What follows belongs to an exercise in optimizing a design on an open flow for small area, a short achievable clock period and few clock cycles; a production flow would make more cautious choices. Function was checked by simulation only, so behaviour that the tests miss may differ from the original. Power is estimated from default activity; no workload was simulated.

===== design/flow/constraint.sdc =====
create_clock -name core_clock -period 6.5 [get_ports {clk}]
set_input_delay 1.3000 -clock core_clock [delete_from_list [all_inputs] [get_ports {clk}]]
set_output_delay 1.3000 -clock core_clock [all_outputs]
set_load 0.01 [all_outputs]

===== design/flow/design.v =====
package mul16_pkg;
  localparam int HALF_W = 8;
  localparam int OP_W   = 16;
  localparam int PROD_W = 32;
  localparam int LANES = 4;
  localparam int CLA_GRP = 4;
  localparam int ADR_W = 2;
  typedef enum logic [ADR_W-1:0] {
    REG_OPERANDS = 2'd0,   
    REG_PRODUCT  = 2'd1,
    REG_STATUS   = 2'd2    
  } wb_reg_e;
  typedef enum logic [1:0] {
    ST_IDLE = 2'd0,
    ST_BUSY = 2'd1,
    ST_DONE = 2'd2
  } mul_state_e;
endpackage
`timescale 1ns/1ps
module mul16_top (
  input  logic        clk,
  input  logic        rst,
  input  logic        wb_cyc,
  input  logic        wb_stb,
  input  logic        wb_we,
  input  logic [1:0]  wb_adr,
  input  logic [31:0] wb_dat_w,
  output logic [31:0] wb_dat_r,
  output logic        wb_ack
);
  logic        req;
  logic        accept;
  logic        busy_q;
  logic        done_q;
  logic [3:0]  ph_q;
  logic        rd_ops_q;
  logic        rd_prod_q;
  logic        rd_stat_q;
  logic [15:0] a;
  logic [15:0] b;
  logic [17:0] a3;
  logic [17:0] a3_in;
  logic [3:0]  nib;
  logic [1:0]  s1_q;
  logic [1:0]  s2_q;
  logic [1:0]  s3_q;
  logic [31:0] acc_q;
  logic [19:0] row_a;
  logic [19:0] row_b;
  logic [19:0] cg0;
  logic [19:0] cp0;
  logic [19:0] mac;
  logic pp1;
  logic pp2;
  logic pp3;
  logic pp4;
  logic pp5;
  logic pp6;
  logic pp7;
  logic pp8;
  logic pp9;
  logic pp10;
  logic pp11;
  logic pp12;
  logic pp13;
  logic pp14;
  logic pp15;
  logic pp16;
  logic pp17;
  logic pp18;
  logic pp19;
  logic pp20;
  logic pp21;
  logic pp22;
  logic pp23;
  logic pp24;
  logic pp25;
  logic pp26;
  logic pp27;
  logic pp28;
  logic pp29;
  logic pp30;
  logic pp31;
  logic pp32;
  logic pp33;
  logic pp34;
  logic pp35;
  logic pp36;
  logic ah37;
  logic ah38;
  logic ah39;
  logic ah40;
  logic ah41;
  logic ah42;
  logic ah43;
  logic ah44;
  logic ah45;
  logic ah46;
  logic ah47;
  logic ah48;
  logic ah49;
  logic ah50;
  logic ah51;
  logic ah52;
  logic hs53;
  logic hc54;
  logic fs55;
  logic fc56;
  logic fs57;
  logic fc58;
  logic fs59;
  logic fc60;
  logic fs61;
  logic fc62;
  logic fs63;
  logic fc64;
  logic fs65;
  logic fc66;
  logic fs67;
  logic fc68;
  logic fs69;
  logic fc70;
  logic fs71;
  logic fc72;
  logic fs73;
  logic fc74;
  logic fs75;
  logic fc76;
  logic fs77;
  logic fc78;
  logic fs79;
  logic fc80;
  logic hs81;
  logic hc82;
  logic hs83;
  logic hc84;
  logic xg1;
  logic xg2;
  logic xp2;
  logic xg3;
  logic xp3;
  logic xg4;
  logic xp4;
  logic xg5;
  logic xp5;
  logic xg6;
  logic xp6;
  logic xg7;
  logic xp7;
  logic xg8;
  logic xp8;
  logic xg9;
  logic xp9;
  logic xg10;
  logic xp10;
  logic xg11;
  logic xp11;
  logic xg12;
  logic xp12;
  logic xg13;
  logic xp13;
  logic xg14;
  logic xp14;
  logic xg15;
  logic xp15;
  logic xg16;
  logic xp16;
  logic xg17;
  logic xp17;
  logic xg18;
  logic xp18;
  logic xg19;
  logic xp19;
  logic xg20;
  logic xg21;
  logic xg22;
  logic xp22;
  logic xg23;
  logic xp23;
  logic xg24;
  logic xp24;
  logic xg25;
  logic xp25;
  logic xg26;
  logic xp26;
  logic xg27;
  logic xp27;
  logic xg28;
  logic xp28;
  logic xg29;
  logic xp29;
  logic xg30;
  logic xp30;
  logic xg31;
  logic xp31;
  logic xg32;
  logic xp32;
  logic xg33;
  logic xp33;
  logic xg34;
  logic xp34;
  logic xg35;
  logic xp35;
  logic xg36;
  logic xp36;
  logic xg37;
  logic xp37;
  logic xg38;
  logic xg39;
  logic xg40;
  logic xg41;
  logic xg42;
  logic xp42;
  logic xg43;
  logic xp43;
  logic xg44;
  logic xp44;
  logic xg45;
  logic xp45;
  logic xg46;
  logic xp46;
  logic xg47;
  logic xp47;
  logic xg48;
  logic xp48;
  logic xg49;
  logic xp49;
  logic xg50;
  logic xp50;
  logic xg51;
  logic xp51;
  logic xg52;
  logic xp52;
  logic xg53;
  logic xp53;
  logic xg54;
  logic xg55;
  logic xg56;
  logic xg57;
  logic xg58;
  logic xg59;
  logic xg60;
  logic xg61;
  logic xg62;
  logic xp62;
  logic xg63;
  logic xp63;
  logic xg64;
  logic xp64;
  logic xg65;
  logic xp65;
  logic xg66;
  logic xg67;
  logic xg68;
  logic xg69;
  assign req    = wb_cyc & wb_stb & ~wb_ack;
  assign accept = req & wb_we & (wb_adr == 2'd0) & ~busy_q;
  always_ff @(posedge clk) begin
    if (rst) begin
      wb_ack <= 1'b0;
      done_q <= 1'b0;
      busy_q <= 1'b0;
      ph_q   <= '0;
    end else begin
      wb_ack <= req;
      if (accept) begin
        done_q <= 1'b1;
        busy_q <= 1'b1;
      end else if (ph_q[3]) begin
        busy_q <= 1'b0;
      end
      ph_q <= {ph_q[2:0], accept};
    end
  end
  assign a3_in = {2'b00, wb_dat_w[15:0]} + {1'b0, wb_dat_w[15:0], 1'b0};
  always_ff @(posedge clk) begin
    if (accept) begin
      a  <= wb_dat_w[15:0];
      b  <= wb_dat_w[31:16];
      a3 <= a3_in;
    end
  end
  always_comb begin
    if (accept) begin
      nib = wb_dat_w[19:16];
    end else if (ph_q[0]) begin
      nib = b[7:4];
    end else if (ph_q[1]) begin
      nib = b[11:8];
    end else begin
      nib = b[15:12];
    end
  end
  always_ff @(posedge clk) begin
    s1_q <= {nib[3:2] == 2'd1, nib[1:0] == 2'd1};
    s2_q <= {nib[3:2] == 2'd2, nib[1:0] == 2'd2};
    s3_q <= {nib[3:2] == 2'd3, nib[1:0] == 2'd3};
  end
  assign pp1 = (s1_q[0] & a[0]) | (s3_q[0] & a3[0]);
  assign pp2 = (s1_q[0] & a[1]) | (s2_q[0] & a[0]) | (s3_q[0] & a3[1]);
  assign pp3 = (s1_q[0] & a[2]) | (s2_q[0] & a[1]) | (s3_q[0] & a3[2]);
  assign pp4 = (s1_q[0] & a[3]) | (s2_q[0] & a[2]) | (s3_q[0] & a3[3]);
  assign pp5 = (s1_q[0] & a[4]) | (s2_q[0] & a[3]) | (s3_q[0] & a3[4]);
  assign pp6 = (s1_q[0] & a[5]) | (s2_q[0] & a[4]) | (s3_q[0] & a3[5]);
  assign pp7 = (s1_q[0] & a[6]) | (s2_q[0] & a[5]) | (s3_q[0] & a3[6]);
  assign pp8 = (s1_q[0] & a[7]) | (s2_q[0] & a[6]) | (s3_q[0] & a3[7]);
  assign pp9 = (s1_q[0] & a[8]) | (s2_q[0] & a[7]) | (s3_q[0] & a3[8]);
  assign pp10 = (s1_q[0] & a[9]) | (s2_q[0] & a[8]) | (s3_q[0] & a3[9]);
  assign pp11 = (s1_q[0] & a[10]) | (s2_q[0] & a[9]) | (s3_q[0] & a3[10]);
  assign pp12 = (s1_q[0] & a[11]) | (s2_q[0] & a[10]) | (s3_q[0] & a3[11]);
  assign pp13 = (s1_q[0] & a[12]) | (s2_q[0] & a[11]) | (s3_q[0] & a3[12]);
  assign pp14 = (s1_q[0] & a[13]) | (s2_q[0] & a[12]) | (s3_q[0] & a3[13]);
  assign pp15 = (s1_q[0] & a[14]) | (s2_q[0] & a[13]) | (s3_q[0] & a3[14]);
  assign pp16 = (s1_q[0] & a[15]) | (s2_q[0] & a[14]) | (s3_q[0] & a3[15]);
  assign pp17 = (s2_q[0] & a[15]) | (s3_q[0] & a3[16]);
  assign pp18 = (s3_q[0] & a3[17]);
  assign pp19 = (s1_q[1] & a[0]) | (s3_q[1] & a3[0]);
  assign pp20 = (s1_q[1] & a[1]) | (s2_q[1] & a[0]) | (s3_q[1] & a3[1]);
  assign pp21 = (s1_q[1] & a[2]) | (s2_q[1] & a[1]) | (s3_q[1] & a3[2]);
  assign pp22 = (s1_q[1] & a[3]) | (s2_q[1] & a[2]) | (s3_q[1] & a3[3]);
  assign pp23 = (s1_q[1] & a[4]) | (s2_q[1] & a[3]) | (s3_q[1] & a3[4]);
  assign pp24 = (s1_q[1] & a[5]) | (s2_q[1] & a[4]) | (s3_q[1] & a3[5]);
  assign pp25 = (s1_q[1] & a[6]) | (s2_q[1] & a[5]) | (s3_q[1] & a3[6]);
  assign pp26 = (s1_q[1] & a[7]) | (s2_q[1] & a[6]) | (s3_q[1] & a3[7]);
  assign pp27 = (s1_q[1] & a[8]) | (s2_q[1] & a[7]) | (s3_q[1] & a3[8]);
  assign pp28 = (s1_q[1] & a[9]) | (s2_q[1] & a[8]) | (s3_q[1] & a3[9]);
  assign pp29 = (s1_q[1] & a[10]) | (s2_q[1] & a[9]) | (s3_q[1] & a3[10]);
  assign pp30 = (s1_q[1] & a[11]) | (s2_q[1] & a[10]) | (s3_q[1] & a3[11]);
  assign pp31 = (s1_q[1] & a[12]) | (s2_q[1] & a[11]) | (s3_q[1] & a3[12]);
  assign pp32 = (s1_q[1] & a[13]) | (s2_q[1] & a[12]) | (s3_q[1] & a3[13]);
  assign pp33 = (s1_q[1] & a[14]) | (s2_q[1] & a[13]) | (s3_q[1] & a3[14]);
  assign pp34 = (s1_q[1] & a[15]) | (s2_q[1] & a[14]) | (s3_q[1] & a3[15]);
  assign pp35 = (s2_q[1] & a[15]) | (s3_q[1] & a3[16]);
  assign pp36 = (s3_q[1] & a3[17]);
  assign ah37 = acc_q[16] & ~ph_q[0];
  assign ah38 = acc_q[17] & ~ph_q[0];
  assign ah39 = acc_q[18] & ~ph_q[0];
  assign ah40 = acc_q[19] & ~ph_q[0];
  assign ah41 = acc_q[20] & ~ph_q[0];
  assign ah42 = acc_q[21] & ~ph_q[0];
  assign ah43 = acc_q[22] & ~ph_q[0];
  assign ah44 = acc_q[23] & ~ph_q[0];
  assign ah45 = acc_q[24] & ~ph_q[0];
  assign ah46 = acc_q[25] & ~ph_q[0];
  assign ah47 = acc_q[26] & ~ph_q[0];
  assign ah48 = acc_q[27] & ~ph_q[0];
  assign ah49 = acc_q[28] & ~ph_q[0];
  assign ah50 = acc_q[29] & ~ph_q[0];
  assign ah51 = acc_q[30] & ~ph_q[0];
  assign ah52 = acc_q[31] & ~ph_q[0];
  assign {hc54, hs53} = {1'b0, pp3} + {1'b0, pp19};
  assign {fc56, fs55} = {1'b0, pp4} + {1'b0, pp20} + {1'b0, ah40};
  assign {fc58, fs57} = {1'b0, pp5} + {1'b0, pp21} + {1'b0, ah41};
  assign {fc60, fs59} = {1'b0, pp6} + {1'b0, pp22} + {1'b0, ah42};
  assign {fc62, fs61} = {1'b0, pp7} + {1'b0, pp23} + {1'b0, ah43};
  assign {fc64, fs63} = {1'b0, pp8} + {1'b0, pp24} + {1'b0, ah44};
  assign {fc66, fs65} = {1'b0, pp9} + {1'b0, pp25} + {1'b0, ah45};
  assign {fc68, fs67} = {1'b0, pp10} + {1'b0, pp26} + {1'b0, ah46};
  assign {fc70, fs69} = {1'b0, pp11} + {1'b0, pp27} + {1'b0, ah47};
  assign {fc72, fs71} = {1'b0, pp12} + {1'b0, pp28} + {1'b0, ah48};
  assign {fc74, fs73} = {1'b0, pp13} + {1'b0, pp29} + {1'b0, ah49};
  assign {fc76, fs75} = {1'b0, pp14} + {1'b0, pp30} + {1'b0, ah50};
  assign {fc78, fs77} = {1'b0, pp15} + {1'b0, pp31} + {1'b0, ah51};
  assign {fc80, fs79} = {1'b0, pp16} + {1'b0, pp32} + {1'b0, ah52};
  assign {hc82, hs81} = {1'b0, pp17} + {1'b0, pp33};
  assign {hc84, hs83} = {1'b0, pp18} + {1'b0, pp34};
  assign row_a = {pp36, pp35, hc82, fc80, fc78, fc76, fc74, fc72, fc70, fc68, fc66, fc64, fc62, fc60, fc58, fc56, hc54, ah39, pp2, pp1};
  assign row_b = {1'b0, hc84, hs83, hs81, fs79, fs77, fs75, fs73, fs71, fs69, fs67, fs65, fs63, fs61, fs59, fs57, fs55, hs53, ah38, ah37};
  assign cg0 = row_a & row_b;
  assign cp0 = row_a ^ row_b;
  assign xg1 = cg0[1] | (cp0[1] & cg0[0]);
  assign xg2 = cg0[2] | (cp0[2] & cg0[1]);
  assign xp2 = cp0[2] & cp0[1];
  assign xg3 = cg0[3] | (cp0[3] & cg0[2]);
  assign xp3 = cp0[3] & cp0[2];
  assign xg4 = cg0[4] | (cp0[4] & cg0[3]);
  assign xp4 = cp0[4] & cp0[3];
  assign xg5 = cg0[5] | (cp0[5] & cg0[4]);
  assign xp5 = cp0[5] & cp0[4];
  assign xg6 = cg0[6] | (cp0[6] & cg0[5]);
  assign xp6 = cp0[6] & cp0[5];
  assign xg7 = cg0[7] | (cp0[7] & cg0[6]);
  assign xp7 = cp0[7] & cp0[6];
  assign xg8 = cg0[8] | (cp0[8] & cg0[7]);
  assign xp8 = cp0[8] & cp0[7];
  assign xg9 = cg0[9] | (cp0[9] & cg0[8]);
  assign xp9 = cp0[9] & cp0[8];
  assign xg10 = cg0[10] | (cp0[10] & cg0[9]);
  assign xp10 = cp0[10] & cp0[9];
  assign xg11 = cg0[11] | (cp0[11] & cg0[10]);
  assign xp11 = cp0[11] & cp0[10];
  assign xg12 = cg0[12] | (cp0[12] & cg0[11]);
  assign xp12 = cp0[12] & cp0[11];
  assign xg13 = cg0[13] | (cp0[13] & cg0[12]);
  assign xp13 = cp0[13] & cp0[12];
  assign xg14 = cg0[14] | (cp0[14] & cg0[13]);
  assign xp14 = cp0[14] & cp0[13];
  assign xg15 = cg0[15] | (cp0[15] & cg0[14]);
  assign xp15 = cp0[15] & cp0[14];
  assign xg16 = cg0[16] | (cp0[16] & cg0[15]);
  assign xp16 = cp0[16] & cp0[15];
  assign xg17 = cg0[17] | (cp0[17] & cg0[16]);
  assign xp17 = cp0[17] & cp0[16];
  assign xg18 = cg0[18] | (cp0[18] & cg0[17]);
  assign xp18 = cp0[18] & cp0[17];
  assign xg19 = cg0[19] | (cp0[19] & cg0[18]);
  assign xp19 = cp0[19] & cp0[18];
  assign xg20 = xg2 | (xp2 & cg0[0]);
  assign xg21 = xg3 | (xp3 & xg1);
  assign xg22 = xg4 | (xp4 & xg2);
  assign xp22 = xp4 & xp2;
  assign xg23 = xg5 | (xp5 & xg3);
  assign xp23 = xp5 & xp3;
  assign xg24 = xg6 | (xp6 & xg4);
  assign xp24 = xp6 & xp4;
  assign xg25 = xg7 | (xp7 & xg5);
  assign xp25 = xp7 & xp5;
  assign xg26 = xg8 | (xp8 & xg6);
  assign xp26 = xp8 & xp6;
  assign xg27 = xg9 | (xp9 & xg7);
  assign xp27 = xp9 & xp7;
  assign xg28 = xg10 | (xp10 & xg8);
  assign xp28 = xp10 & xp8;
  assign xg29 = xg11 | (xp11 & xg9);
  assign xp29 = xp11 & xp9;
  assign xg30 = xg12 | (xp12 & xg10);
  assign xp30 = xp12 & xp10;
  assign xg31 = xg13 | (xp13 & xg11);
  assign xp31 = xp13 & xp11;
  assign xg32 = xg14 | (xp14 & xg12);
  assign xp32 = xp14 & xp12;
  assign xg33 = xg15 | (xp15 & xg13);
  assign xp33 = xp15 & xp13;
  assign xg34 = xg16 | (xp16 & xg14);
  assign xp34 = xp16 & xp14;
  assign xg35 = xg17 | (xp17 & xg15);
  assign xp35 = xp17 & xp15;
  assign xg36 = xg18 | (xp18 & xg16);
  assign xp36 = xp18 & xp16;
  assign xg37 = xg19 | (xp19 & xg17);
  assign xp37 = xp19 & xp17;
  assign xg38 = xg22 | (xp22 & cg0[0]);
  assign xg39 = xg23 | (xp23 & xg1);
  assign xg40 = xg24 | (xp24 & xg20);
  assign xg41 = xg25 | (xp25 & xg21);
  assign xg42 = xg26 | (xp26 & xg22);
  assign xp42 = xp26 & xp22;
  assign xg43 = xg27 | (xp27 & xg23);
  assign xp43 = xp27 & xp23;
  assign xg44 = xg28 | (xp28 & xg24);
  assign xp44 = xp28 & xp24;
  assign xg45 = xg29 | (xp29 & xg25);
  assign xp45 = xp29 & xp25;
  assign xg46 = xg30 | (xp30 & xg26);
  assign xp46 = xp30 & xp26;
  assign xg47 = xg31 | (xp31 & xg27);
  assign xp47 = xp31 & xp27;
  assign xg48 = xg32 | (xp32 & xg28);
  assign xp48 = xp32 & xp28;
  assign xg49 = xg33 | (xp33 & xg29);
  assign xp49 = xp33 & xp29;
  assign xg50 = xg34 | (xp34 & xg30);
  assign xp50 = xp34 & xp30;
  assign xg51 = xg35 | (xp35 & xg31);
  assign xp51 = xp35 & xp31;
  assign xg52 = xg36 | (xp36 & xg32);
  assign xp52 = xp36 & xp32;
  assign xg53 = xg37 | (xp37 & xg33);
  assign xp53 = xp37 & xp33;
  assign xg54 = xg42 | (xp42 & cg0[0]);
  assign xg55 = xg43 | (xp43 & xg1);
  assign xg56 = xg44 | (xp44 & xg20);
  assign xg57 = xg45 | (xp45 & xg21);
  assign xg58 = xg46 | (xp46 & xg38);
  assign xg59 = xg47 | (xp47 & xg39);
  assign xg60 = xg48 | (xp48 & xg40);
  assign xg61 = xg49 | (xp49 & xg41);
  assign xg62 = xg50 | (xp50 & xg42);
  assign xp62 = xp50 & xp42;
  assign xg63 = xg51 | (xp51 & xg43);
  assign xp63 = xp51 & xp43;
  assign xg64 = xg52 | (xp52 & xg44);
  assign xp64 = xp52 & xp44;
  assign xg65 = xg53 | (xp53 & xg45);
  assign xp65 = xp53 & xp45;
  assign xg66 = xg62 | (xp62 & cg0[0]);
  assign xg67 = xg63 | (xp63 & xg1);
  assign xg68 = xg64 | (xp64 & xg20);
  assign xg69 = xg65 | (xp65 & xg21);
  assign mac = cp0 ^ {xg68, xg67, xg66, xg61, xg60, xg59, xg58, xg57, xg56, xg55, xg54, xg41, xg40, xg39, xg38, xg21, xg20, xg1, cg0[0], 1'b0};
  always_ff @(posedge clk) begin
    if (busy_q) begin
      acc_q <= {mac, acc_q[15:4]};
    end
  end
  always_ff @(posedge clk) begin
    rd_ops_q  <= wb_adr == 2'd0;
    rd_prod_q <= (wb_adr == 2'd1) & done_q;
    rd_stat_q <= wb_adr == 2'd2;
  end
  assign wb_dat_r = ({32{rd_ops_q}} & {b, a}) |
                    ({32{rd_prod_q}} & acc_q) |
                    ({32{rd_stat_q}} & {30'd0, done_q & ~busy_q, busy_q});
endmodule

===== design/flow/flow/run.sh =====
#!/bin/bash
# The standard layout (standard.sh) with two changes:
#  - ports are buffered with sky130_fd_sc_hd__buf_1 instead of the delay
#    buffer that buffer_ports picks by default;
#  - CTS uses small clock buffers and no dummy loads (the tree feeds ~80 flops).
# All tool output goes to standard_flow.log (and ORFS's own logs under orfs/).
set -euo pipefail
export BUFFER_PORTS_ARGS="-buffer_cell sky130_fd_sc_hd__buf_1"
export CTS_ARGS="-sink_clustering_enable -repair_clock_nets -dont_use_dummy_load -buf_list {sky130_fd_sc_hd__clkbuf_4 sky130_fd_sc_hd__clkbuf_8} -root_buf sky130_fd_sc_hd__clkbuf_8"
bash standard.sh "BUFFER_PORTS_ARGS=$BUFFER_PORTS_ARGS" "CTS_ARGS=$CTS_ARGS" finish > standard_flow.log 2>&1

===== design/flow/standard.sh =====
#!/bin/bash
# synth_recipe.tcl (not shown) runs the flow's synth.tcl, then flattens the netlist and writes it again
# the make line also repeats each setting of config.mk as NAME=value (left out here)
make -C /OpenROAD-flow-scripts/flow DESIGN_CONFIG=/design/flow/config.mk WORK_HOME=/design/flow/orfs CLKGATE_MAP_FILE= SYNTH_SCRIPT=/design/flow/synth_recipe.tcl "${@:-finish}"

===== design/flow/config.mk =====
export PLATFORM = sky130hd
export DESIGN_NAME = mul16_top
export DESIGN_NICKNAME = mul16_top
export VERILOG_FILES = /design/flow/design.v
export SDC_FILE = /design/flow/constraint.sdc
export NUM_CORES = 4
export LEC_CHECK = 0
export CAP_MARGIN = 20
export CORE_MARGIN = 2
export CORE_UTILIZATION = 40
export SETUP_SLACK_MARGIN = 3.6
export SLEW_MARGIN = 20
export TNS_END_PERCENT = 20

==> run notes, run 1 <==
- The run finished with no timing, DRC or antenna violations.
- The residual DRC count is 0.
- The total grt overflow is 0.
- For the final routed database, the setup TNS stands at 0 ps.
- The H-tree generated during clock tree synthesis spans 3 levels.
- The net count after synthesis is 612.
- The achievable frequency is 317.4 MHz.
- Across the run, the number of max-cap violations was 0.
- Sequential cells were found to cover 47.08% of the synthesized design area.
- In the routed layout, each cell is associated on average with a via count of 5.668.
- In the final design database the tool counted 699 nets.
- After detailed routing, the total wire length is 14.52 mm.
- The path class of the tightest hold or removal check is reg2reg.
- By count the netlist is led by edfxtp_1, inv_1, ha_1, nor2_1, a21oi_1.
- The final number of setup-violating endpoints is 0.
- The largest delay contributor family on the critical path is compound AO/OA/AOI/OAI gates.
- The number of global-route vias before repair came to about 4,100.
- Counting distinct cell types in the post-synthesis netlist gives 47.
- For this configuration, the core starts out at a cell density of 40.54%.
- The total number of vias is 4,466.
- Counting flops with an async set or reset pin after synthesis yields a share of 0%.
- Among all flip-flop cells after synthesis, the most frequent one is edfxtp_1.
- The clock net in this run drives a total of 97 sinks.
- The area of the die is 15,600 µm².
- The largest single stage delay on the critical path is roughly 500 ps.
- The region available for standard cell placement spans 14,420 µm².
- The reg2reg setup slack is 3350 ps.
- The total count of hold-check failures in the final report is 0.
- The initial antenna violation count was 0.
- The number of flip-flops and latches in the synthesized netlist is 97.
- Traced cell by cell, the critical path runs through buf_6 -> a222oi_1 -> fa_1 -> inv_2 -> ha_4 -> o21a_1 -> o21a_1 -> o22ai_4 -> o21ai_4 -> a211oi_2 -> xor2_1.
- TritonCTS built the clock tree.
- The count of yosys warnings during synthesis is 1.
- Hold is met by 456.6 ps.
- Counting along the longest clock path gives a buffer depth of 2.
- By instance count, the leading cell after synthesis is edfxtp_1.
- By area the synthesized netlist is led by edfxtp_1, ha_1, dfxtp_1.
- The synthesized design spends more area on one cell type than any other, namely edfxtp_1.
- In the finished design, the share of the clock period the worst path needs comes to between 40% and 50%.
- The number of slew-limit violations in the final report is 0.
- The slew at the pin with the worst max-slew slack is 771.0 ps.
- The number of nets with antenna violations after detailed routing is 0.
- STA puts the critical path data required time at 6620 ps.
- In this run, CTS created clock tree buffers numbering 9.
- The average instance in the mapped netlist occupies approximately 11 µm².
- After clock tree synthesis, the clock-pin slew on the worst setup and hold paths is 100 ps.
- The synthesized design contains 81 enable-type register cells.
- Buffers inserted to repair hold after CTS numbered 0.
- The static leakage power is 2.561 nW.
- The number of buffers and inverters on the critical path is 2.
- The worst setup path is launched from a register.
- In this run the tightest slew margin relative to its limit is approximately half.
- Summed over its instances, the top area cell type makes up 41.60% of the synthesized netlist area.
- After detailed routing, the average wire length per cell comes to 18.43 µm.
- After layout, the minimum clock period comes to approximately 3200 ps.
- The die extent in y is 124.9 µm.
- During placement, the flow inserted port buffers numbering 71.
- The site row count is 44.
- In this run the cell area of the synthesized design comes to 5847 µm².
- The most numerous cell type found on the critical path is o21a_1.
- Setup repair after global routing could not meet its margin everywhere.
- The cell with the largest stage delay on the worst path is fa_1.
- The area added between synthesis and finish is 16.22%.
- The number of top-level design ports is 72.
- The clock tree root driver cell is clkbuf_8.
- Counting every instance in the synthesized netlist gives approximately 520.
- Along the worst path, the maximum fanout reaches 4.
- The worst setup path is captured at a register.
- Once detailed placement completed, the half-perimeter wirelength came to 10.43 mm.
- The routability congestion estimate from global placement is 0.8810.
- The total iterations of the first detailed-routing run is 8.
- The type of the setup path with the least slack is reg2reg.
- For the worst-skew pair, the clock arrives at the later sink with an insertion delay of 390 ps.
- The die width is 124.9 µm.
- The largest net degree at the start of global routing is between 50 and 60.
- Across the VDD grid, the largest voltage drop is a little over 0.09 mV.
- Data on the critical path arrives at its endpoint at 3270 ps.
- The DRC violation total after the first TritonRoute iteration is 508.
- Power spread over the standard cell area amounts to 191.4 nW/µm².
- The first global-routing pass estimated 22.80 mm of wire.
- The ratio of cells with drive above 1 in the final layout is roughly an eighth.
- The total inserted antenna cells is 0.
- The global routing usage summed across all routing layers is a little under a fifth.
- On the final layout, the worst clock skew is 26.83 ps.
## final cells by class
cell class | instances | area [µm²]
clock buffers | 9 | 123.9
fillers | 1351 | 7629
inverters | 49 | 183.9
multi-input cells | 352 | 3023
flip-flops and latches | 97 | 2771
well taps | 184 | 230.2
repair buffers | 97 | 462.9
## where the power goes
group	total [mW]	internal [mW]	switching, mW
combinational	0.283	0.127	0.157
sequential	0.703	0.693	0.0104
clock	0.314	0.124	0.190
total	1.30	0.944	0.357
## layout by cell type, fill, tap and decap left out, drive strengths merged, types with 6 or more instances in the layout
cell	Yosys	final
a21o	6	6
a21oi	33	33
a222oi	31	31
a22o	32	32
buf	1	97
clkbuf	20	9
dfxtp	16	16
edfxtp	81	81
fa	15	15
ha	39	39
inv	49	49
nand2	20	20
nand2b	20	20
nor2	34	34
nor2b	13	13
o21a	10	10
o21ai	16	16
xnor2	19	19
xor2	7	7
## routing by layer
layer  share of wire, %  vias up  GRT usage (%)
li1                   -     2136              -
met1                 48     2146          27.72
met2                 44      172          27.16
met3                6.6       12          4.296
met4                1.2        0          5.686
met5                  0        -              0
## through the flow
| step | area, µm² | power, mW | instances | setup slack [ps] | utilization (%) |
|---|---|---|---|---|---|
| global route | 6795 | 1.365 | 788 | 3238 | 47.11 |
| CTS | 6635 | 1.291 | 780 | 3360 | 46.00 |
| detailed placement | 6345 | 0.9669 | 757 | 3100 | 43.99 |
| floorplan | 5913 | 0.9032 | 519 | 3459 | - |
| global placement | 6345 | 0.9625 | 757 | 3167 | 43.99 |
| finish | 6795 | 1.301 | 788 | 3349 | 47.11 |
## registers in the layout (all words and copies together) (netlist names), 2 cells and up
| signal | count |
|---|---|
| a | 15 |
| a3 | 18 |
| acc_q | 32 |
| b | 16 |
| ph_q | 4 |
| s1_q | 2 |
| s2_q | 2 |
| s3_q | 2 |
## cells by family (layout without fill, tap and decap cells)
family                   Yosys count  count (layout)  synth area share, %
AO/OA/AOI/OAI                    160             160                20.97
AND/OR/NAND/NOR                  107             107                9.202
flip-flops                        97              97                47.08
buffers and inverters             70             155                4.515
adder cells (fa/ha/maj)           54              54                13.48
XOR/XNOR                          26              26                3.895
multiplexers                       5               5               0.8560
## what timing repair did
| action | 4_1_cts | 5_1_grt |
|---|---|---|
| pin swaps | 18 | 27 |
| endpoints found under the setup margin | 15 | 22 |
| buffers inserted | 14 | 8 |
| gates resized for setup | 16 | 24 |
## path summary, 6_finish.rpt
path                start        end  depth (start not counted)
setup / recovery     a[2]  acc_q[31]                         11
hold / removal    ph_q[2]    ph_q[3]                          1
setup reg to reg     a[2]  acc_q[31]                         11
hold reg to reg   ph_q[2]    ph_q[3]                          1
Testbench counts, summed over its fixed seeds: cycles 25,600.
==> inputs of run 2 (changes only) <==
--- a/design/flow/config.mk
+++ b/design/flow/config.mk
@@ -6,8 +6,9 @@
 export NUM_CORES = 4
 export LEC_CHECK = 0
 export CAP_MARGIN = 20
+export CELL_PAD_IN_SITES_DETAIL_PLACEMENT = 1
 export CORE_MARGIN = 2
 export CORE_UTILIZATION = 40
 export SETUP_SLACK_MARGIN = 3.6
 export SLEW_MARGIN = 20
-export TNS_END_PERCENT = 20
+export TNS_END_PERCENT = 5
==> run 2 against run 1 <==
Still clean on timing, DRC and antenna. Worst hold slack better by 3.4 ps. Fmax down 4.0%. Worst setup slack worse by 130 ps. Design area up 0.42%. Clock power down 2%. Die area unchanged. Clock skew down 6.9 ps. Non-clock buffer count up 3. Sequential share of layout area down 0.30 points. Core utilization up 0.20 points. Combinational power up 6%. Critical path type unchanged.
==> run notes, run 2 <==
- The number of buffers on the longest clock path is 2 (unchanged).
- The global routing usage summed across all routing layers is 20.29% (was 18.65%).
- The most frequent standard cell in the layout excluding fill and tap cells is edfxtp_1 (unchanged).
- The placed wire-length estimate after detailed placement came to 11.56 mm (was 10.43 mm).
- The count of flip-flops with a built-in enable after synthesis was 81 (unchanged).
- The final worst setup slack came to 3218 ps (was 3349 ps).
- The post-route minimum period is 3282 ps (was 3151 ps).
- The worst clock skew on the final layout is 19.89 ps (was 26.83 ps).
- The register area came to 2763 µm² (was 2771 µm²).
- The largest register by flop count is acc_q (unchanged).
- The number of library cell types mapped by synthesis is 47 (unchanged).
- The quantity of I/O buffers inserted on ports was 71 (unchanged).
- The synthesized area per cell is 11.27 µm² (unchanged).
- The largest delay contributor family on the critical path was compound AO/OA/AOI/OAI gates (unchanged).
- The dominant cell by count in the synthesized netlist is edfxtp_1 (unchanged).
- The wire length of the first global-routing pass was 24.98 mm (was 22.80 mm).
- The first element of the critical path is a[2] (unchanged).
- The reg2reg setup slack is 3220 ps (was 3350 ps).
- The post-synthesis instance area is 5847 µm² (unchanged).
- The area of the die came to 15,600 µm² (unchanged).
- The effective utilization at floorplan is 40.54% (unchanged).
- The critical path startpoint category is a register (unchanged).
- The number of flip-flops and latches in the synthesized netlist is 97 (unchanged).
- The largest net degree at the start of global routing is 58 (unchanged).
- The static leakage power is 2.587 nW (was 2.561 nW).
- The endpoint of the worst-slack reg-to-reg timing path is acc_q[23] (was acc_q[31]).
- The worst hold path class is reg2reg (unchanged).
- The capturing element of the worst setup path is acc_q[23] (was acc_q[31]).
- The delay of the slowest cell on the worst path is 490 ps (was 500 ps).
- The critical-path maximum fanout is 4 (unchanged).
- The number of violations of the max-capacitance limit is 0 (unchanged).
- The type of the setup path with the least slack is reg2reg (unchanged).
- The total grt overflow was 0 (unchanged).
- The number of top-level design ports is 72 (unchanged).
- The total number of nets in the final design is 702 (was 699).
- The slew at the pin with the worst max-slew slack is 757.0 ps (was 771.0 ps).
- The total number of vias is 4,570 (was 4,466).
- The total count of hold-check failures in the final report is 0 (unchanged).
- The area added between synthesis and finish is 16.71% (was 16.22%).
- The required time reported for the critical path endpoint is 6600 ps (was 6620 ps).
- The achievable frequency is 304.7 MHz (was 317.4 MHz).
- The routability congestion estimate from global placement was 0.8533 (was 0.8810).
- The total detailed-routing wirelength is 16.23 mm (was 14.52 mm).
- The worst reg2reg path depth is 12 (was 11).
- The leading register cell type out of synthesis is edfxtp_1 (unchanged).
- Run status: finished clean (unchanged).
- The number of global-route vias before repair is 4,550 (was 4,143).
- The logic depth of the worst setup path including buffers is 12 (was 11).
- The top-area cell type share of the netlist area is 41.60% (unchanged).
- The total iterations of the first detailed-routing run is 9 (was 8).
- The number of slew-limit violations in the final report is 0 (unchanged).
- The post-synthesis sequential area ratio is 47.08% (unchanged).
- The final number of setup-violating endpoints is 0 (unchanged).
- Cells taking the most area after synthesis: edfxtp_1, ha_1, dfxtp_1 (unchanged).
- The flip-flop count of the largest register after layout is 32 (unchanged).
- The total inserted antenna cells is 0 (unchanged).
- The power per standard cell area is 192.7 nW/µm² (was 191.4 nW/µm²).
- The endpoint type of the worst setup path is a register (unchanged).
- The post-synthesis async set-or-reset flop share was 0% (unchanged).
- Cell-by-cell listing of the critical path: buf_4 -> a222oi_1 -> fa_1 -> inv_2 -> ha_4 -> buf_4 -> o21a_1 -> o21a_1 -> o22ai_4 -> o21a_1 -> or4_1 -> nand4_1 (was buf_6 -> a222oi_1 -> fa_1 -> inv_2 -> ha_4 -> o21a_1 -> o21a_1 -> o22ai_4 -> o21ai_4 -> a211oi_2 -> xor2_1).
- The dominant cell type by area after synthesis is edfxtp_1 (unchanged).
- The clock sink count is 97 (unchanged).
- The worst setup timing slack at the placement stage was 3049 ps (was 3100 ps).
- The number of nets with antenna violations after detailed routing is 0 (unchanged).
- The TritonCTS clock tree was built (unchanged).
- The total number of H-tree levels was 3 (unchanged).
- Regs by FF count: acc_q x32, a3 x18, b x16 (unchanged).
- The cell with the largest stage delay on the worst path is fa_1 (unchanged).
- The die width was 124.9 µm (unchanged).
- The insertion delay to the later sink of the worst-skew pair is 380 ps (was 390 ps).
- The worst-case headroom to the max-slew limit was 49.53% (was 48.60%).
- The multi-input logic area is 3028 µm² (was 3023 µm²).
- Unrepaired setup endpoints after global routing: true (unchanged).
- The vias per cell came to 5.777 (was 5.668).
- The most used cell along the critical path is o21a_1 (unchanged).
- The CTS clock-pin slew for the worst setup and hold paths came to 80 ps (was 100 ps).
- The number of hold-repair buffers added at the cts stage is 0 (unchanged).
- The net count after synthesis is 612 (unchanged).
- The aggregate negative setup slack is 0 ps (unchanged).
- List of most frequent post-synthesis cells: edfxtp_1, inv_1, ha_1, nor2_1, a21oi_1 (unchanged).
- The count of yosys warnings during synthesis is 1 (unchanged).
- The site row count is 44 (unchanged).
- The startpoint of the worst register-to-register path is a[2] (unchanged).
- The number of filler cells placed in the layout came to 1,577 (was 1,351).
- The clock tree root driver cell is clkbuf_8 (unchanged).
- The DRC violation total after the first TritonRoute iteration was 393 (was 508).
- The share of the clock period used by the worst path after layout is 50.49% (was 48.48%).
- The worst path arrival time is 3380 ps (was 3270 ps).
- The residual DRC count came to 0 (unchanged).
- The number of standard cells after synthesis is 519 (unchanged).
- The total clock buffers created by CTS is 9 (unchanged).
- The count of buffer and inverter cells on the critical path is 3 (was 2).
- The ratio of cells with drive above 1 in the final layout came to 13.01% (was 12.75%).
- The die extent in y is 124.9 µm (unchanged).
- Most frequent cells in the layout: edfxtp_1, buf_1, inv_1, nor2_1 (was edfxtp_1, buf_1, inv_1, nor2_1, a22o_1).
- The maximum resistive drop on vdd is 0.1261 mV (was 0.09271 mV).
- The placeable core area was 14,420 µm² (unchanged).
- The initial antenna violation count came to 0 (unchanged).
- The per-cell routed wire length is 20.52 µm (was 18.43 µm).
run 2: cell counts after synthesis:
Identical to the previous run, type by type.
run 2: logic make-up after synthesis:
group / count (synthesis) / synth area share, %
compound gates: 160 / 20.97
mux: 5 / 0.8560
xor+xnor: 26 / 3.895
flops: 97 / 47.08
fa+ha+maj: 54 / 13.48
buf+inv: 70 / 4.515
simple gates: 107 / 9.202
run 2: tightest hold or removal path, cell delays in order (launching register included):
cell     delay, ps
dfxtp_1        320
inv_1           60
nor3b_1         50
run 2: how the worst min path moves through the flow:
stage	start	to	slack, ps	cells after the start
global placement	ph_q[2]	ph_q[3]	430	1
floorplan	ph_q[2]	ph_q[3]	410	1
CTS	ph_q[2]	ph_q[3]	460	1
global route	acc_q[10]	acc_q[6]	480	0
finish	done_q	rd_prod_q	460	2
detailed placement	ph_q[2]	ph_q[3]	440	1
run 2: per-layer routing:
layer  up-vias  wire [µm]  track usage [%]
met5         -          0                0
met4         0        147            4.706
met3        11        958            4.510
met2       154       7631            32.92
met1      2268       7491            28.01
li1       2137          -                -
run 2: power breakdown:
part	total [mW]	switching, mW	leakage [nW]	internal (mW)
clock	0.309	0.185	0.0647	0.124
combinational	0.300	0.170	1.66	0.130
sequential	0.705	0.0115	0.865	0.694
run 2: layout make-up:
cell class / count / area share (%)
sequential: 97 / 40.48
inverter: 49 / 2.695
multi-input combinational: 352 / 44.37
timing repair buffer: 100 / 7.261
clock buffer: 9 / 1.815
tap: 184 / 3.374
run 2: through the flow:
step	total power, mW	hold slack, ps	utilization [%]	std cells	area, µm²
after CTS	1.305	462.4	46.30	780	6678
after global routing	1.377	480.6	47.31	791	6824
after detailed placement	0.9736	437.8	43.91	756	6334
final	1.315	460.0	47.31	791	6824
after floorplan	0.9031	413.8	-	519	5909
after global placement	0.9624	434.7	43.91	756	6334
run 2: timing repair:
item | CTS | global route
setup endpoints to repair | 52 | 57
pin swaps | 18 | 21
setup buffers | 15 | 11
resized for setup | 28 | 11
endpoints found under the hold margin | 0 | 0
==> inputs of run 3 (changes only) <==
--- a/design/flow/config.mk
+++ b/design/flow/config.mk
@@ -6,7 +6,6 @@
 export NUM_CORES = 4
 export LEC_CHECK = 0
 export CAP_MARGIN = 20
-export CELL_PAD_IN_SITES_DETAIL_PLACEMENT = 1
 export CORE_MARGIN = 2
 export CORE_UTILIZATION = 40
 export SETUP_SLACK_MARGIN = 3.6
==> run 3 against run 2 <==
Highest routed layer unchanged. Critical path type unchanged. Wire length fell by 14%. Count of clock-buffer cells in the layout did not move. Clock skew fell by 1.2 ps. Clock power barely moved. Register-to-register slack improved by 120 ps. First-iteration DRC count rose by 4.3%. Via count fell by 5.1%. Still clean. Area after synthesis did not move. Synthesized cell count did not move.
==> run notes, run 3 <==
- The type of the setup path with the least slack is reg2reg (unchanged).
- The per-cell routed wire length was 18.20 µm (was 20.52 µm).
- The total count of hold-check failures in the final report is 0 (unchanged).
- The met2 layer wire length in the routed design is 6.156 mm (was 7.631 mm).
- The total number of nets in the final design is 682 (was 702).
- The die extent in y is 124.9 µm (unchanged).
- The count of flip-flops with a built-in enable after synthesis is 81 (unchanged).
- The required time reported for the critical path endpoint is 6710 ps (was 6600 ps).
- The flip-flop count of the largest register after layout came to 32 (unchanged).
- The count of yosys warnings during synthesis is 1 (unchanged).
- The initial antenna violation count is 0 (unchanged).
- The uppermost metal layer occupied by signal nets is met4 (unchanged).
- The vias per cell is 5.628 (was 5.777).
- The cell with the largest stage delay on the worst path was fa_1 (unchanged).
- The final worst setup slack is 3339 ps (was 3218 ps).
- The total inserted antenna cells came to 0 (unchanged).
- The final core utilization is 45.60% (was 47.31%).
- The aggregate negative setup slack is 0 ps (unchanged).
- The maximum resistive drop on vdd is 0.1253 mV (was 0.1261 mV).
- The final number of setup-violating endpoints is 0 (unchanged).
- The area fraction in and, or, nand and nor cells after synthesis is 9.202% (unchanged).
- The insertion delay to the later sink of the worst-skew pair is 370 ps (was 380 ps).
- The number of top-level design ports is 72 (unchanged).
- The met1 wire length is 6.831 mm (was 7.491 mm).
- The leading register cell type out of synthesis is edfxtp_1 (unchanged).
- The total number of vias is 4,339 (was 4,570).
- The clock tree root driver cell is clkbuf_8 (unchanged).
- The number of nets with antenna violations after detailed routing is 0 (unchanged).
- The share of the synthesized netlist area taken by xor and xnor gates is 3.895% (unchanged).
- The routability congestion estimate from global placement is 0.8533 (unchanged).
- The area added between synthesis and finish came to 12.50% (was 16.71%).
- The total iterations of the first detailed-routing run is 6 (was 9).
- The delay of the slowest cell on the worst path came to 500 ps (was 490 ps).
- The multiplexer area fraction after synthesis is 0.8560% (unchanged).
- The number of library cell types mapped by synthesis is 47 (unchanged).
- The startpoint of the tightest hold check path is acc_q[5] (was done_q).
- The synthesized-area fraction occupied by ao, oa, aoi and oai cells was 20.97% (unchanged).
- The endpoint type of the worst setup path is a register (unchanged).
- The count of buffer and inverter cells on the critical path came to 1 (was 3).
- The worst setup timing slack at the placement stage is 3058 ps (was 3049 ps).
- The total grt overflow is 0 (unchanged).
- The wire length of the first global-routing pass is 22.17 mm (was 24.98 mm).
- The most frequent standard cell in the layout excluding fill and tap cells was edfxtp_1 (unchanged).
- The number of standard cells after synthesis is 519 (unchanged).
- The synthesized area per cell was 11.27 µm² (unchanged).
- The worst-case headroom to the max-slew limit was 49.34% (was 49.53%).
- The total detailed-routing wirelength came to 14.03 mm (was 16.23 mm).
- The ratio of cells with drive above 1 in the final layout is 8.007% (was 13.01%).
- Unrepaired setup endpoints after global routing: true (unchanged).
- The placed wire-length estimate after detailed placement came to 10.42 mm (was 11.56 mm).
- Regs by FF count: acc_q x32, a3 x18, b x16 (unchanged).
- The top-area cell type share of the netlist area is 41.60% (unchanged).
- The met3 wire length is 899 µm (was 958 µm).
- The residual DRC count is 0 (unchanged).
- The post-synthesis async set-or-reset flop share is 0% (unchanged).
- The post-synthesis sequential area ratio is 47.08% (unchanged).
- The post-synthesis adder-cell area fraction is 13.48% (unchanged).
- The largest net degree at the start of global routing is 58 (unchanged).
- The share of the clock period used by the worst path after layout is 48.64% (was 50.49%).
- Run status: finished clean (unchanged).
- The achievable frequency is 316.3 MHz (was 304.7 MHz).
- The worst hold path class is reg2reg (unchanged).
- The post-detailed-placement cell area is 6334 µm² (unchanged).
- The clock sink count came to 97 (unchanged).
- The net count after synthesis is 612 (unchanged).
- The critical path startpoint category was a register (unchanged).
- The total clock buffers created by CTS is 9 (unchanged).
- The site row count is 44 (unchanged).
- The TritonCTS clock tree was built (unchanged).
- The total non-filler cell area in the finished layout is 6578 µm² (was 6824 µm²).
- The post-synthesis instance area came to 5847 µm² (unchanged).
- The combinational family with the most area after synthesis was compound AO/OA/AOI/OAI gates (unchanged).
- The largest delay contributor family on the critical path is compound AO/OA/AOI/OAI gates (unchanged).
- List of most frequent post-synthesis cells: edfxtp_1, inv_1, ha_1, nor2_1, a21oi_1 (unchanged).
- The largest register by flop count was acc_q (unchanged).
- The number of global-route vias before repair is 4,160 (was 4,550).
- The startpoint of the worst register-to-register path is a[2] (unchanged).
- The number of violations of the max-capacitance limit was 0 (unchanged).
- The CTS clock-pin slew for the worst setup and hold paths is 80 ps (about the same).
- The area of the die is 15,600 µm² (unchanged).
- The total number of H-tree levels is 3 (unchanged).
- Cells taking the most area after synthesis: edfxtp_1, ha_1, dfxtp_1 (unchanged).
- The first element of the critical path was a[2] (unchanged).
- The DRC violation total after the first TritonRoute iteration is 410 (was 393).
- Most frequent cells in the layout: edfxtp_1, buf_1, inv_1, ha_1, nor2_1 (was edfxtp_1, buf_1, inv_1, nor2_1).
- The post-route worst hold slack was 460.4 ps (was 460.0 ps).
- The global routing usage summed across all routing layers is 17.94% (was 20.29%).
- The post-route minimum period was 3161 ps (was 3282 ps).
- The placeable core area was 14,420 µm² (unchanged).
- The worst clock skew on the final layout was 18.72 ps (was 19.89 ps).
- The dominant cell by count in the synthesized netlist is edfxtp_1 (unchanged).
- The static leakage power is 2.476 nW (was 2.587 nW).
- The worst path arrival time was 3370 ps (was 3380 ps).
- The number of flip-flops and latches in the synthesized netlist is 97 (unchanged).
- The critical-path maximum fanout is 5 (was 4).
- The die width is 124.9 µm (unchanged).
- The effective utilization at floorplan is 40.54% (unchanged).
- The dominant cell type by area after synthesis is edfxtp_1 (unchanged).
- The quantity of I/O buffers inserted on ports came to 71 (unchanged).
- The number of slew-limit violations in the final report came to 0 (unchanged).
- The number of buffers on the longest clock path came to 2 (unchanged).
- Cell-by-cell listing of the critical path: a222oi_1 -> fa_1 -> inv_2 -> ha_4 -> a2111o_1 -> o211ai_2 -> a21boi_2 -> or4_4 -> o2111ai_2 (was buf_4 -> a222oi_1 -> fa_1 -> inv_2 -> ha_4 -> buf_4 -> o21a_1 -> o21a_1 -> o22ai_4 -> o21a_1 -> or4_1 -> nand4_1).
- The power per standard cell area was 194.3 nW/µm² (was 192.7 nW/µm²).
- The slew at the pin with the worst max-slew slack came to 759.9 ps (was 757.0 ps).
## run 3: cell counts after synthesis
No cell type changed its count.
## run 3: path summary, 6_finish.rpt
check	end	slack, ps	depth (start not counted)
max	acc_q[28]	3340	9
min	acc_q[1]	460	0
max reg2reg	acc_q[28]	3340	9
min reg2reg	acc_q[1]	460	0
## run 3: layout make-up
| cell class | count | area [µm²] |
|---|---|---|
| Multi-Input combinational cell | 352 | 2940 |
| Tap cell | 184 | 230.2 |
| Inverter | 49 | 183.9 |
| Fill cell | 1366 | 7846 |
| Clock buffer | 9 | 123.9 |
| Timing Repair Buffer | 80 | 334.1 |
| Sequential cell | 97 | 2765 |
## run 3: repair_timing
| item | in CTS | in global routing |
|---|---|---|
| gates resized for setup | 10 | 11 |
| pin swaps | 4 | 11 |
| setup buffers | 3 | 3 |
| hold buffers | 0 | 0 |
| hold endpoints to repair | 0 | 0 |
| setup endpoints to repair | 50 | 23 |
## run 3: cells by family after synthesis
kind of cell / after synthesis
muxes: 5
adders and majority gates: 54
AOI/OAI and AO/OA: 160
buffers and inverters: 70
DFF: 97
xor gates and xnor gates: 26
and+or+nand+nor: 107
## run 3: where the power goes
part / switching [mW] / internal (mW)
registers: 0.0114 / 0.693
logic: 0.147 / 0.116
clock network: 0.186 / 0.124
## run 3: layer usage
layer  track usage, %  vias to the layer above
met5                0                        -
met4            3.791                        0
met3            4.296                       13
met2            27.13                      158
met1            26.40                     2068
li1                 -                     2100
## run 3: stage by stage
step / instances / power (mW)
detailed placement: 756 / 0.9662
CTS: 768 / 1.274
global placement: 756 / 0.9624
global route: 771 / 1.342
finish: 771 / 1.278
floorplan: 519 / 0.9031
==> inputs of run 4 (changes only) <==
--- a/design/flow/config.mk
+++ b/design/flow/config.mk
@@ -8,6 +8,6 @@
 export CAP_MARGIN = 20
 export CORE_MARGIN = 2
 export CORE_UTILIZATION = 40
-export SETUP_SLACK_MARGIN = 3.6
+export SETUP_SLACK_MARGIN = 3.7
 export SLEW_MARGIN = 20
 export TNS_END_PERCENT = 5
==> run 4 against run 3 <==
Still clean on timing, DRC and antenna. Total power is essentially flat. Global-route usage down 0.40 points. Clock power barely moved. Critical path type unchanged. Highest routed layer unchanged.
==> run notes, run 4 <==
- The reg2reg setup slack is 3340 ps (about the same).
- The count of flip-flops with a built-in enable after synthesis is 81 (unchanged).
- The wire length of the first global-routing pass is 21.61 mm (was 22.17 mm).
- The endpoint type of the worst setup path is a register (unchanged).
- Unrepaired setup endpoints after global routing: true (unchanged).
- The number of placed cells counting well taps was 755 (was 756).
- The largest register by flop count was acc_q (unchanged).
- The per-cell routed wire length was 17.74 µm (was 18.20 µm).
- The post-synthesis async set-or-reset flop share is 0% (unchanged).
- The type of the setup path with the least slack is reg2reg (unchanged).
- The global routing usage summed across all routing layers is 17.54% (was 17.94%).
- The sequential cell fraction of total power is 55.2% (was 55.1%).
- The number of hold-repair buffers added at the cts stage is 0 (unchanged).
- The site row count is 44 (unchanged).
- The synthesized area per cell was 11.27 µm² (unchanged).
- The clock sink count is 97 (unchanged).
- The power per standard cell area is 190.0 nW/µm² (was 194.3 nW/µm²).
- The number of slew-limit violations in the final report was 0 (unchanged).
- The flip-flop count of the largest register after layout came to 32 (unchanged).
- The worst path arrival time is 3390 ps (was 3370 ps).
- The TritonCTS clock tree is built (unchanged).
- The number of flip-flops and latches in the synthesized netlist is 97 (unchanged).
- The worst clock skew on the final layout is 32.62 ps (was 18.72 ps).
- The internal power is 0.9349 mW (was 0.9335 mW).
- The clock tree root driver cell is clkbuf_8 (unchanged).
- The number of buffers on the longest clock path is 2 (unchanged).
- The dominant cell by count in the synthesized netlist is edfxtp_1 (unchanged).
- The total detailed-routing wirelength is 13.93 mm (was 14.03 mm).
- The final core utilization is 46.66% (was 45.60%).
- The die width was 124.9 µm (unchanged).
- The worst hold path class is reg2reg (unchanged).
- The worst-case headroom to the max-slew limit was 52.39% (was 49.34%).
- The leading register cell type out of synthesis was edfxtp_1 (unchanged).
- The number of violations of the max-capacitance limit is 0 (unchanged).
- The switching component of the power is 0.3441 mW (was 0.3449 mW).
- The residual DRC count is 0 (unchanged).
- The placeable core area is 14,420 µm² (unchanged).
- The area added between synthesis and finish is 15.11% (was 12.50%).
- Most frequent cells in the layout: edfxtp_1, buf_1, inv_1 (was edfxtp_1, buf_1, inv_1, ha_1, nor2_1).
- The top-area cell type share of the netlist area is 41.60% (unchanged).
- The fraction of power spent switching nets is 26.90% (was 26.98%).
- The part of the total power dissipated in combinational logic is 20.7% (was 20.6%).
- The critical-path maximum fanout came to 4 (was 5).
- The number of library cell types mapped by synthesis is 47 (unchanged).
- The total number of vias is 4,397 (was 4,339).
- The net count after synthesis is 612 (unchanged).
- The number of global-route vias before repair is 4,078 (was 4,160).
- The quantity of I/O buffers inserted on ports was 71 (unchanged).
- The static leakage power is 2.543 nW (was 2.476 nW).
- The die extent in y came to 124.9 µm (unchanged).
- The vias per cell came to 5.601 (was 5.628).
- The CTS clock-pin slew for the worst setup and hold paths is 90 ps (was 80 ps).
- The total clock buffers created by CTS is 9 (unchanged).
- The number of top-level design ports is 72 (unchanged).
- The initial antenna violation count was 0 (unchanged).
- The count of yosys warnings during synthesis is 1 (unchanged).
- The total iterations of the first detailed-routing run is 8 (was 6).
- The aggregate negative setup slack is 0 ps (unchanged).
- The number of non-filler instances in the completed layout is 785 (was 771).
- The post-synthesis sequential area ratio is 47.08% (unchanged).
- The total inserted antenna cells is 0 (unchanged).
- The routability congestion estimate from global placement is 0.8128 (was 0.8533).
- The ratio of cells with drive above 1 in the final layout came to 11.31% (was 8.007%).
- The slew at the pin with the worst max-slew slack is 714.2 ps (was 759.9 ps).
- The share of the clock period used by the worst path after layout was 48.60% (was 48.64%).
- The largest net degree at the start of global routing is 57 (was 58).
- The placed wire-length estimate after detailed placement is 10.30 mm (was 10.42 mm).
- The DRC violation total after the first TritonRoute iteration is 466 (was 410).
- The critical path startpoint category is a register (unchanged).
- The total number of nets in the final design is 696 (was 682).
- The total grt overflow is 0 (unchanged).
- Run status: finished clean (unchanged).
- The portion of total power attributed to the clock network is 24.1% (was 24.3%).
- The overall power consumption came to 1.279 mW (was 1.278 mW).
- The effective utilization at floorplan came to 40.54% (unchanged).
- The final number of setup-violating endpoints came to 0 (unchanged).
- The number of standard cells after synthesis is 519 (unchanged).
- The maximum resistive drop on vdd was 0.09171 mV (was 0.1253 mV).
- The post-route minimum period is 3159 ps (was 3161 ps).
- The dominant cell type by area after synthesis is edfxtp_1 (unchanged).
- The area of the die is 15,600 µm² (unchanged).
- The post-synthesis instance area is 5847 µm² (unchanged).
- The number of nets with antenna violations after detailed routing was 0 (unchanged).
- The post-route worst hold slack came to 457.9 ps (was 460.4 ps).
- Cells taking the most area after synthesis: edfxtp_1, ha_1, dfxtp_1 (unchanged).
- The total number of H-tree levels came to 3 (unchanged).
- The insertion delay to the later sink of the worst-skew pair is 380 ps (was 370 ps).
- Regs by FF count: acc_q x32, a3 x18, b x16 (unchanged).
- The total count of hold-check failures in the final report came to 0 (unchanged).
- The achievable frequency is 316.6 MHz (was 316.3 MHz).
- The required time reported for the critical path endpoint is 6740 ps (was 6710 ps).
- List of most frequent post-synthesis cells: edfxtp_1, inv_1, ha_1, nor2_1, a21oi_1 (unchanged).
- The most frequent standard cell in the layout excluding fill and tap cells is edfxtp_1 (unchanged).
run 4: power groups by stage:
stage | clock network, mW | logic (mW) | registers (mW)
5_1_grt | 0.340 | 0.298 | 0.708
6_report | 0.308 | 0.265 | 0.707
2_1_floorplan | 0 | 0.190 | 0.714
3_3_place_gp | 0 | 0.239 | 0.721
3_5_place_dp | 0 | 0.243 | 0.722
4_1_cts | 0.319 | 0.250 | 0.706
run 4: kinds of logic (layout without fill, tap and decap cells):
| group | after synthesis | in the layout | share of synthesized area [%] |
|---|---|---|---|
| flops | 97 | 97 | 47.08 |
| simple gates | 107 | 107 | 9.202 |
| compound gates | 160 | 160 | 20.97 |
| fa+ha+maj | 54 | 54 | 13.48 |
| mux | 5 | 5 | 0.8560 |
| buf+inv | 70 | 152 | 4.515 |
| xor+xnor | 26 | 26 | 3.895 |
run 4: what timing repair did:
action	in CTS	in global routing
buffers inserted	13	8
resized for setup	17	16
hold endpoints to repair	0	0
pin swaps	12	22
endpoints found under the setup margin	54	32
run 4: path summary, 6_finish.rpt:
| check | start | end | cells past startpoint |
|---|---|---|---|
| worst max-delay path | a[2] | acc_q[23] | 12 |
| worst min-delay path | ph_q[2] | ph_q[3] | 1 |
| worst max register to register | a[2] | acc_q[23] | 12 |
| worst min register to register | ph_q[2] | ph_q[3] | 1 |
run 4: per-stage QoR:
stage / setup WS [ps] / area, µm²
CTS: 3383 / 6598
global placement: 3178 / 6334
global route: 3232 / 6730
floorplan: 3459 / 5917
detailed placement: 3114 / 6334
finish: 3341 / 6730
run 4: layer usage:
metal	vias to the layer above	GRT usage, %	wire length [µm]
met4	0	8.039	483
met3	26	4.038	875
li1	2133	-	-
met2	180	25.33	5959
met5	-	0	0
met1	2058	25.12	6607
run 4: cell type report:
class                   instances  area [µm²]
well taps                     184       230.2
clock buffers                   9       123.9
fillers                      1359        7694
inverters                      49       183.9
multi-input cells             352        2973
repair buffers                 94       442.9
flip-flops and latches         97        2776
run 4: critical path, stage by stage, from the launching register on:
cell and delay, ps:
edfxtp_1 420, buf_4 160, buf_4 130, a222oi_1 330, inv_1 80, ha_1 310, ha_1 350, o21ai_0 150
o21bai_2 220, o22ai_4 130, o21a_1 240, or4_1 410, nand4_1 100
==> inputs of run 5 (changes only) <==
==> design/flow/flow/run.sh (replaced) <==
#!/bin/bash
# The standard layout (standard.sh) with two changes:
#  - ports are buffered with sky130_fd_sc_hd__buf_1 instead of the delay
#    buffer that buffer_ports picks by default;
#  - CTS uses small clock buffers, larger sink clusters and no dummy loads
#    (the tree feeds ~100 flops).
# All tool output goes to standard_flow.log (and ORFS's own logs under orfs/).
set -euo pipefail
export BUFFER_PORTS_ARGS="-buffer_cell sky130_fd_sc_hd__buf_1"
export CTS_ARGS="-sink_clustering_enable -repair_clock_nets -dont_use_dummy_load -sink_clustering_size 30 -sink_clustering_max_diameter 80 -buf_list {sky130_fd_sc_hd__clkbuf_4 sky130_fd_sc_hd__clkbuf_8} -root_buf sky130_fd_sc_hd__clkbuf_8"
bash standard.sh "BUFFER_PORTS_ARGS=$BUFFER_PORTS_ARGS" "CTS_ARGS=$CTS_ARGS" finish > standard_flow.log 2>&1
--- a/design/flow/config.mk
+++ b/design/flow/config.mk
@@ -8,6 +8,6 @@
 export CAP_MARGIN = 20
 export CORE_MARGIN = 2
 export CORE_UTILIZATION = 40
-export SETUP_SLACK_MARGIN = 3.7
+export SETUP_SLACK_MARGIN = 3.4
 export SLEW_MARGIN = 20
-export TNS_END_PERCENT = 5
+export TNS_END_PERCENT = 20
==> run 5 against run 4 <==
Still clean on timing, DRC and antenna. Non-clock buffer count increased by 1. First-iteration DRC count decreased by 13%. Die area unchanged. Clock skew decreased by 15 ps. Cell count increased by 0.13%. Count of clock-buffer cells in the layout unchanged. Sequential share of layout area increased by 0.27 points. Sequential power about the same. Via count increased by 2.3%. Synthesized cell count unchanged. Wire length increased by 1.1%. Critical path depth decreased by 2. Critical path type unchanged. Largest cell class unchanged.
==> run notes, run 5 <==
- Run status: finished clean (unchanged).
- The total iterations of the first detailed-routing run is 9 (was 8).
- The worst path arrival time is 3230 ps (was 3390 ps).
- The global routing usage summed across all routing layers is 18.08% (was 17.54%).
- The global-route track usage on met3 is 3.995% (was 4.038%).
- The total number of H-tree levels came to 3 (unchanged).
- List of most frequent post-synthesis cells: edfxtp_1, inv_1, ha_1, nor2_1, a21oi_1 (unchanged).
- The placed wire-length estimate after detailed placement came to 10.51 mm (was 10.30 mm).
- The largest delay contributor family on the critical path is compound AO/OA/AOI/OAI gates (unchanged).
- The number of non-filler instances in the completed layout is 786 (was 785).
- The effective utilization at floorplan was 40.54% (unchanged).
- The placeable core area is 14,420 µm² (unchanged).
- The TritonCTS clock tree is built (unchanged).
- The type of the setup path with the least slack was reg2reg (unchanged).
- The total number of nets in the final design came to 697 (was 696).
- The post-route worst hold slack is 454.7 ps (was 457.9 ps).
- The required time reported for the critical path endpoint is 6610 ps (was 6740 ps).
- The post-synthesis async set-or-reset flop share was 0% (unchanged).
- The number of slew-limit violations in the final report was 0 (unchanged).
- The site row count is 44 (unchanged).
- The slew at the pin with the worst max-slew slack was 723.8 ps (was 714.2 ps).
- The post-detailed-placement cell area is 6286 µm² (was 6334 µm²).
- The overall power consumption is 1.274 mW (was 1.279 mW).
- The clock tree root driver cell was clkbuf_8 (unchanged).
- The achievable frequency is 321.0 MHz (was 316.6 MHz).
- The total grt overflow is 0 (unchanged).
- The most used routing layer is met2 (unchanged).
- The leading register cell type out of synthesis is edfxtp_1 (unchanged).
- The quantity of I/O buffers inserted on ports came to 71 (unchanged).
- The die width is 124.9 µm (unchanged).
- The final worst setup slack came to 3384 ps (was 3341 ps).
- The met2 capacity usage during global routing is 27.52% (was 25.33%).
- The post-route minimum period came to 3116 ps (was 3159 ps).
- The total inserted antenna cells is 0 (unchanged).
- The first element of the critical path is a[3] (was a[2]).
- The static leakage power is 2.550 nW (was 2.543 nW).
- The clock sink count is 97 (unchanged).
- The area added between synthesis and finish came to 13.95% (was 15.11%).
- Most frequent cells in the layout: edfxtp_1, buf_1, inv_1, ha_1, nor2_1 (was edfxtp_1, buf_1, inv_1).
- The final core utilization was 46.19% (was 46.66%).
- Cell-by-cell listing of the critical path: buf_4 -> a222oi_1 -> fa_1 -> inv_1 -> ha_1 -> a211o_1 -> o22ai_2 -> o21ai_2 -> a211oi_1 -> xor2_1 (was buf_4 -> buf_4 -> a222oi_1 -> inv_1 -> ha_1 -> ha_1 -> o21ai_0 -> o21bai_2 -> o22ai_4 -> o21a_1 -> or4_1 -> nand4_1).
- The delay of the slowest cell on the worst path is 480 ps (was 420 ps).
- The post-synthesis sequential area ratio is 47.08% (unchanged).
- The number of filler cells placed in the layout is 1,354 (was 1,359).
- The number of placed cells counting well taps is 755 (unchanged).
- The net count after synthesis was 612 (unchanged).
- The worst-case headroom to the max-slew limit is 51.75% (was 52.39%).
- The wire length of the first global-routing pass came to 22.46 mm (was 21.61 mm).
- The total count of hold-check failures in the final report is 0 (unchanged).
- The residual DRC count is 0 (unchanged).
- The number of buffers on the longest clock path came to 2 (unchanged).
- The most frequent standard cell in the layout excluding fill and tap cells is edfxtp_1 (unchanged).
- The startpoint of the worst register-to-register path is a[3] (was a[2]).
- The total clock buffers created by CTS is 9 (unchanged).
- The maximum resistive drop on vdd is 0.08786 mV (was 0.09171 mV).
- The aggregate negative setup slack is 0 ps (unchanged).
- The largest register by flop count is acc_q (unchanged).
- The flip-flop count of the largest register after layout is 32 (unchanged).
- Unrepaired setup endpoints after global routing: true (unchanged).
- The area of the die was 15,600 µm² (unchanged).
- The met1 usage was 25.87% (was 25.12%).
- The vias per cell is 5.720 (was 5.601).
- The critical-path maximum fanout is 4 (unchanged).
- The dominant cell type by area after synthesis was edfxtp_1 (unchanged).
- The count of buffer and inverter cells on the critical path came to 2 (was 3).
- The synthesized area per cell was 11.27 µm² (unchanged).
- The count of yosys warnings during synthesis is 1 (unchanged).
- The top-area cell type share of the netlist area is 41.60% (unchanged).
- The total detailed-routing wirelength is 14.08 mm (was 13.93 mm).
- Regs by FF count: acc_q x32, a3 x18, b x16 (unchanged).
- The die extent in y was 124.9 µm (unchanged).
- The cell with the largest stage delay on the worst path is fa_1 (was edfxtp_1).
- The largest net degree at the start of global routing is 58 (was 57).
- Cells taking the most area after synthesis: edfxtp_1, ha_1, dfxtp_1 (unchanged).
- The number of hold-repair buffers added at the cts stage is 0 (unchanged).
- The worst hold path class is reg2reg (unchanged).
- The total non-filler cell area in the finished layout is 6663 µm² (was 6730 µm²).
- The number of top-level design ports is 72 (unchanged).
- The final number of setup-violating endpoints is 0 (unchanged).
- The number of standard cells after synthesis is 519 (unchanged).
- The share of the clock period used by the worst path after layout came to 47.93% (was 48.60%).
- The number of violations of the max-capacitance limit is 0 (unchanged).
- The insertion delay to the later sink of the worst-skew pair was 380 ps (about the same).
- The total number of vias was 4,496 (was 4,397).
- The critical path startpoint category is a register (unchanged).
- The count of flip-flops with a built-in enable after synthesis is 81 (unchanged).
- The per-cell routed wire length is 17.91 µm (was 17.74 µm).
- The post-synthesis instance area was 5847 µm² (unchanged).
- The dominant cell by count in the synthesized netlist is edfxtp_1 (unchanged).
- The worst setup timing slack at the placement stage was 3096 ps (was 3114 ps).
- The routability congestion estimate from global placement was 0.8696 (was 0.8128).
- The number of flip-flops and latches in the synthesized netlist came to 97 (unchanged).
- The endpoint type of the worst setup path is a register (unchanged).
- The number of global-route vias before repair is 4,317 (was 4,078).
- The power per standard cell area is 191.2 nW/µm² (was 190.0 nW/µm²).
- The initial antenna violation count is 0 (unchanged).
- The ratio of cells with drive above 1 in the final layout is 9.635% (was 11.31%).
- The startpoint of the tightest hold check path is acc_q[13] (was ph_q[2]).
- The worst clock skew on the final layout was 18.04 ps (was 32.62 ps).
- The number of nets with antenna violations after detailed routing was 0 (unchanged).
- The DRC violation total after the first TritonRoute iteration was 406 (was 466).
- The CTS clock-pin slew for the worst setup and hold paths is 90 ps (about the same).
- The number of library cell types mapped by synthesis came to 47 (unchanged).
-- run 5: changes by cell type in the layout (fill, tap and decap cells not counted), sizes merged --
cell	delta
buf	+1
-- run 5: final timing paths --
| check | end | slack [ps] | cells past startpoint |
|---|---|---|---|
| max | acc_q[31] | 3380 | 10 |
| min | acc_q[9] | 450 | 0 |
| max reg2reg | acc_q[31] | 3380 | 10 |
| min reg2reg | acc_q[9] | 450 | 0 |
-- run 5: area by class of cell --
class / instances / area (µm²) / area share [%]
clock buffer: 9 / 123.9 / 1.859
timing repair buffer: 95 / 450.4 / 6.761
sequential: 97 / 2766 / 41.52
multi-input combinational: 352 / 2908 / 43.64
inverter: 49 / 183.9 / 2.761
tap: 184 / 230.2 / 3.455
-- run 5: kinds of logic (layout without fill, tap and decap cells) --
| kind of cell | after synthesis | in the layout | share of synthesized area (%) |
|---|---|---|---|
| AND/OR/NAND/NOR | 107 | 107 | 9.202 |
| AO/OA/AOI/OAI | 160 | 160 | 20.97 |
| buffers and inverters | 70 | 153 | 4.515 |
| adder cells (fa/ha/maj) | 54 | 54 | 13.48 |
| multiplexers | 5 | 5 | 0.8560 |
| flip-flops | 97 | 97 | 47.08 |
| XOR/XNOR | 26 | 26 | 3.895 |
-- run 5: timing repair --
action	in CTS	in global routing
pin swaps	11	16
setup endpoints to repair	40	14
resized for setup	11	14
buffers inserted	11	11
-- run 5: worst reg2reg max path: cells and delay by family (launching register included) --
family,cells,cell delay [ps]
AOI/OAI and AO/OA,5,1310
xor gates and xnor gates,1,100
DFF,1,460
adders and majority gates,2,750
buffers and inverters,2,240
-- run 5: where the power goes --
part	internal (mW)	leakage, nW	total [mW]	switching, mW
clock	0.124	0.0647	0.305	0.181
combinational	0.116	1.62	0.261	0.145
sequential	0.694	0.866	0.708	0.0145
-- run 5: per-layer routing --
layer  share of wire [%]  wire length (µm)
met1                  47              6628
met4                 2.0               285
met3                 7.1               998
met2                  44              6166
met5                   0                 0

-- port drivers added, routing unchanged --
The flow's constraints put no driver on any port. The routed layouts listed below were extracted and timed again, unchanged, in two steps. Step 1 sets driving cells, clkbuf_16 on the clock port and buf_2 on the other inputs (assumed; they add their load-dependent delay and slew). Step 2 moves the port delays by t, midway between the first and last clock arrival at a register: inputs arrive t later, outputs are due t later. That takes back most of the time a late clock gives input paths. Three values: ideal ports, drivers, drivers and shift; two values: the first two.
run	t (ns)	setup slack, ns	clock arrival spread, ns	worst register clock-pin slew, ns
run 1	0.415	3.349 / 3.349 / 3.103	0.027 / 0.028	0.10 / 0.10
run 2	0.406	3.218 / 3.218 / 3.078	0.019 / 0.020	0.09 / 0.09
run 3	0.399	3.339 / 3.339 / 3.072	0.023 / 0.023	0.09 / 0.09
run 4	0.405	3.341 / 3.341 / 3.123	0.033 / 0.033	0.10 / 0.10
run 5	0.399	3.384 / 3.384 / 3.066	0.018 / 0.018	0.09 / 0.09
After both steps every run listed still meets setup and hold. The setup slack of run 5, which loses most, moves by 0.000 ns with the drivers and by -0.318 ns with both steps.
